This design comes from an exercise in tuning for small area and a short achievable clock period on the open sky130 flow, not from production work. Function was checked by simulation only, so behaviour that the tests miss may differ from the original. Power figures rest on the tool's default switching activity, not on a simulated workload.

// lsu_top
module lsu_top
#(
  parameter int XLEN      = 32,
  parameter int MEM_WORDS = 128
)
(
  input  logic                      clk,
  input  logic                      rstn,
  input  logic                      ex_stall,
  input  logic                      id_bubble,
  input  logic                      pipe_flush,
  input  logic [lsu_pkg::ILEN          -1:0] id_instr,
  input  logic [lsu_pkg::EXCEPTION_SIZE-1:0] id_exception,
  input  logic [XLEN          -1:0] opa,
  input  logic [XLEN          -1:0] opb,
  output logic                      lsu_bubble,
  output logic [lsu_pkg::EXCEPTION_SIZE-1:0] lsu_exception,
  output logic [XLEN          -1:0] lsu_r,
  output logic                      lsu_r_valid
);
  logic        req_ld;
  logic [3:0]  req_we;
  logic [7:0]  lo;
  logic [15:0] hi;
  logic [1:0]  req_off;
  logic [2:0]  req_f3;
  logic [31:0] req_d;
  logic [31:0] q0;
  logic [31:0] q1;
  lsu_req u_lsu_req (
    .clk           (clk),
    .rstn          (rstn),
    .ex_stall      (ex_stall),
    .id_bubble     (id_bubble),
    .pipe_flush    (pipe_flush),
    .id_instr      (id_instr),
    .id_exception  (id_exception),
    .opa           (opa),
    .opb           (opb),
    .lsu_bubble    (lsu_bubble),
    .lsu_exception (lsu_exception),
    .req_ld        (req_ld),
    .req_we        (req_we),
    .lo            (lo),
    .hi            (hi),
    .req_off       (req_off),
    .req_f3        (req_f3),
    .req_d         (req_d)
  );
  dmem_sram u_dmem_sram (
    .clk (clk),
    .we  (req_we),
    .lo  (lo),
    .hi  (hi),
    .d   (req_d),
    .q0  (q0),
    .q1  (q1)
  );
  lsu_load_align u_lsu_load_align (
    .clk         (clk),
    .rstn        (rstn),
    .req_ld      (req_ld),
    .req_off     (req_off),
    .req_f3      (req_f3),
    .q0          (q0),
  ...
Settings: LEC_CHECK=0, CAP_MARGIN=20, CELL_PAD_IN_SITES_DETAIL_PLACEMENT=1, CORE_MARGIN=2, CORE_UTILIZATION=42, CTS_CLUSTER_DIAMETER=90, CTS_CLUSTER_SIZE=25, PLACE_DENSITY=0.55, SETUP_SLACK_MARGIN=2.6, SLEW_MARGIN=20, SYNTH_HIERARCHICAL=1; clock period 5.0 ns.
standard.sh (not shown) runs the stock make flow with config.mk's settings and CLKGATE_MAP_FILE= SYNTH_SCRIPT=/design/flow/synth_recipe.tcl, a recipe that flattens the netlist after the stock synthesis.
==> flow/flow/run.sh <==
#!/bin/bash
# The standard layout (standard.sh, unchanged synthesis and steps) with two
# changes to how the layout is made:
#  - CTS puts tree buffers at most 200 um apart (CTS_BUF_DISTANCE), which
#    gives this design's clock tree less insertion delay than the default;
#  - the port buffers start as buf_4 (BUFFER_PORTS_ARGS) instead of the slow
#    delay cell buffer_ports picks by default.
# make's full output goes to standard.log here; each ORFS step keeps its own
# log under orfs/logs/.
set -euo pipefail
export CTS_BUF_DISTANCE=200
export BUFFER_PORTS_ARGS="-buffer_cell sky130_fd_sc_hd__buf_4"
bash standard.sh > standard.log 2>&1
==> next run, changes <==
==> flow/run.sh (new file) <==
#!/bin/bash
# synth_recipe.tcl (not shown) runs the flow's synth.tcl, then flattens the netlist and writes it again
# the make line also repeats each setting of config.mk as NAME=value (left out here)
make -C /OpenROAD-flow-scripts/flow DESIGN_CONFIG=/design/flow/config.mk WORK_HOME=/design/flow/orfs CLKGATE_MAP_FILE= SYNTH_SCRIPT=/design/flow/synth_recipe.tcl finish
removed: flow/flow/run.sh
removed: flow/standard.sh
Area after synthesis is unchanged.
Global-route usage hardly moves.
Wire length hardly moves.
Synthesized cell count does not change.
Worst setup slack improved by 0.034 ns.
Design area is higher slightly.
Fmax is higher slightly.

========
== old ==
Another version of the RTL of lsu_top (not shown whole).
Size in the first run: ~8,300 cells after synthesis, about 170 I/O pins, about 150,000 um^2 of cells after synthesis.
## lsu_top
module lsu_top
#(
  parameter int XLEN      = 32,
  parameter int MEM_WORDS = 128
)
(
  input  logic                      clk,
  input  logic                      rstn,
  input  logic                      ex_stall,
  input  logic                      id_bubble,
  input  logic                      pipe_flush,
  input  logic [lsu_pkg::ILEN          -1:0] id_instr,
  input  logic [lsu_pkg::EXCEPTION_SIZE-1:0] id_exception,
  input  logic [XLEN          -1:0] opa,
  input  logic [XLEN          -1:0] opb,
  output logic                      lsu_bubble,
  output logic [lsu_pkg::EXCEPTION_SIZE-1:0] lsu_exception,
  output logic [XLEN          -1:0] lsu_r,
  output logic                      lsu_r_valid
);
Settings: LEC_CHECK=0, CAP_MARGIN=20, CELL_PAD_IN_SITES_DETAIL_PLACEMENT=1, CORE_MARGIN=2, CORE_UTILIZATION=42, CTS_CLUSTER_DIAMETER=90, CTS_CLUSTER_SIZE=25, PLACE_DENSITY=0.55, SETUP_SLACK_MARGIN=2.6, SLEW_MARGIN=20, SYNTH_HIERARCHICAL=1; clock period 5.0 ns.
==> flow/flow/run.sh <==
#!/bin/bash
# The standard layout (standard.sh, unchanged synthesis and steps) with two
# changes to how the layout is made:
#  - CTS puts tree buffers at most 200 um apart (CTS_BUF_DISTANCE), which
#    gives this design's clock tree less insertion delay than the default;
#  - the port buffers start as buf_4 (BUFFER_PORTS_ARGS) instead of the slow
#    delay cell buffer_ports picks by default.
# make's full output goes to standard.log here; each ORFS step keeps its own
# log under orfs/logs/.
set -euo pipefail
export CTS_BUF_DISTANCE=200
export BUFFER_PORTS_ARGS="-buffer_cell sky130_fd_sc_hd__buf_4"
bash standard.sh > standard.log 2>&1
The following lists how new was set up differently from old:
-- flow/config.mk --
<<< old, line 10
export CORE_MARGIN = 2
export CORE_UTILIZATION = 42
export CTS_CLUSTER_DIAMETER = 90
export CTS_CLUSTER_SIZE = 25
export PLACE_DENSITY = 0.55
export SETUP_SLACK_MARGIN = 2.6
>>> new, line 10
export CORE_MARGIN = 2
export CORE_UTILIZATION = 47
export CTS_CLUSTER_DIAMETER = 90
export CTS_CLUSTER_SIZE = 25
export PLACE_DENSITY = 0.6
export SETUP_SLACK_MARGIN = 2.6
### Flow results
- new | status: complete | timing, DRC, antenna: pass
- Per the comparison of new with old, clock distribution power held, sequential power shows no meaningful change.
- old has a higher number of standard-cell rows in the floorplan than new.
- Compared new against old; power within noise.

========
== v31 ==
Another version of the RTL of lsu_top (not shown whole).
For scale: about 8300 cells after synthesis, about 4300 flip-flops, ~170 I/O pins.
export LEC_CHECK = 0
export CAP_MARGIN = 20
export CELL_PAD_IN_SITES_DETAIL_PLACEMENT = 1
export CORE_MARGIN = 2
export CORE_UTILIZATION = 42
export CTS_CLUSTER_DIAMETER = 90
export CTS_CLUSTER_SIZE = 25
export PLACE_DENSITY = 0.55
export SETUP_SLACK_MARGIN = 2.6
export SLEW_MARGIN = 20
export SYNTH_HIERARCHICAL = 1
create_clock -name core_clock -period 5.0 [get_ports {clk}]
Scripts as last shown in full above: flow/flow/run.sh
v31 finished all stages; the layout is clean.
The inputs of v2 differ from those of v31 as listed below.
==> flow/run.sh (new file) <==
#!/bin/bash
# synth_recipe.tcl (not shown) runs the flow's synth.tcl, then flattens the netlist and writes it again
# the make line also repeats each setting of config.mk as NAME=value (left out here)
make -C /OpenROAD-flow-scripts/flow DESIGN_CONFIG=/design/flow/config.mk WORK_HOME=/design/flow/orfs CLKGATE_MAP_FILE= SYNTH_SCRIPT=/design/flow/synth_recipe.tcl finish
removed: flow/flow/run.sh
removed: flow/standard.sh
==> comparison <==
- v2 closes out successfully: all stages finished, all timing, DRC and antenna checks passed.
- v2: clock-buffer cell count is about 2.6% lower than what v31 reported.
- v31 and v2 ended up with roughly the same design area.
- Note that the number of gates resized after cts recorded for v2 amounts to 1.8 times the value seen in v31.
- On first-pass GRT wire length, v2 and v31 are basically level.
- Summary: post-placement setup slack, v2 worse than v31

[what the ideal ports hide]
The flow's constraints put no driver on any port. The routed layouts listed below were extracted and timed again, unchanged, in two steps.
Step 1 (the two cells are an assumption about what drives the block):
set clk [get_ports {clk}]
set_driving_cell -lib_cell sky130_fd_sc_hd__clkbuf_16 $clk
set_driving_cell -lib_cell sky130_fd_sc_hd__buf_2 [delete_from_list [all_inputs] $clk]
Step 2 moves the port delays by t, midway between the first and last clock arrival at a register: inputs arrive t later, outputs are due t later. That takes back most of the time a late clock gives input paths.
Three values: no drivers, after step 1, after step 2; two values: the first two.
| run | shift t [ns] | slack for setup (ns) | worst hold slack (ns) | worst setup path after step 2 | worst data-port slew with drivers (ns) |
|---|---|---|---|---|---|
| the first run of note 1 | 0.981 | 2.398 / 2.425 / 1.475 | 0.055 / -0.025 / 0.334 | input to register | 0.27 |
| the second run of note 1 | 1.042 | 2.432 / 2.378 / 1.461 | 0.167 / 0.087 / 0.338 | input to register | 0.12 |
| old | 0.994 | 2.517 / 2.439 / 1.680 | 0.218 / 0.144 / 0.332 | input to register | 0.32 |
| new | 0.961 | 2.361 / 2.361 / 1.690 | 0.037 / -0.042 / 0.332 | input to register | 0.27 |
| v31 | 0.976 | 2.397 / 2.397 / 1.780 | 0.211 / 0.152 / 0.333 | input to register | 0.26 |
| v2 | 1.043 | 2.379 / 2.379 / 1.438 | 0.080 / -0.019 / 0.335 | input to register | 0.31 |
After both steps setup and hold are still met in every run listed. The setup slack of the second run of note 1, which loses most, moves by -0.054 ns with the drivers and by -0.971 ns with both steps.
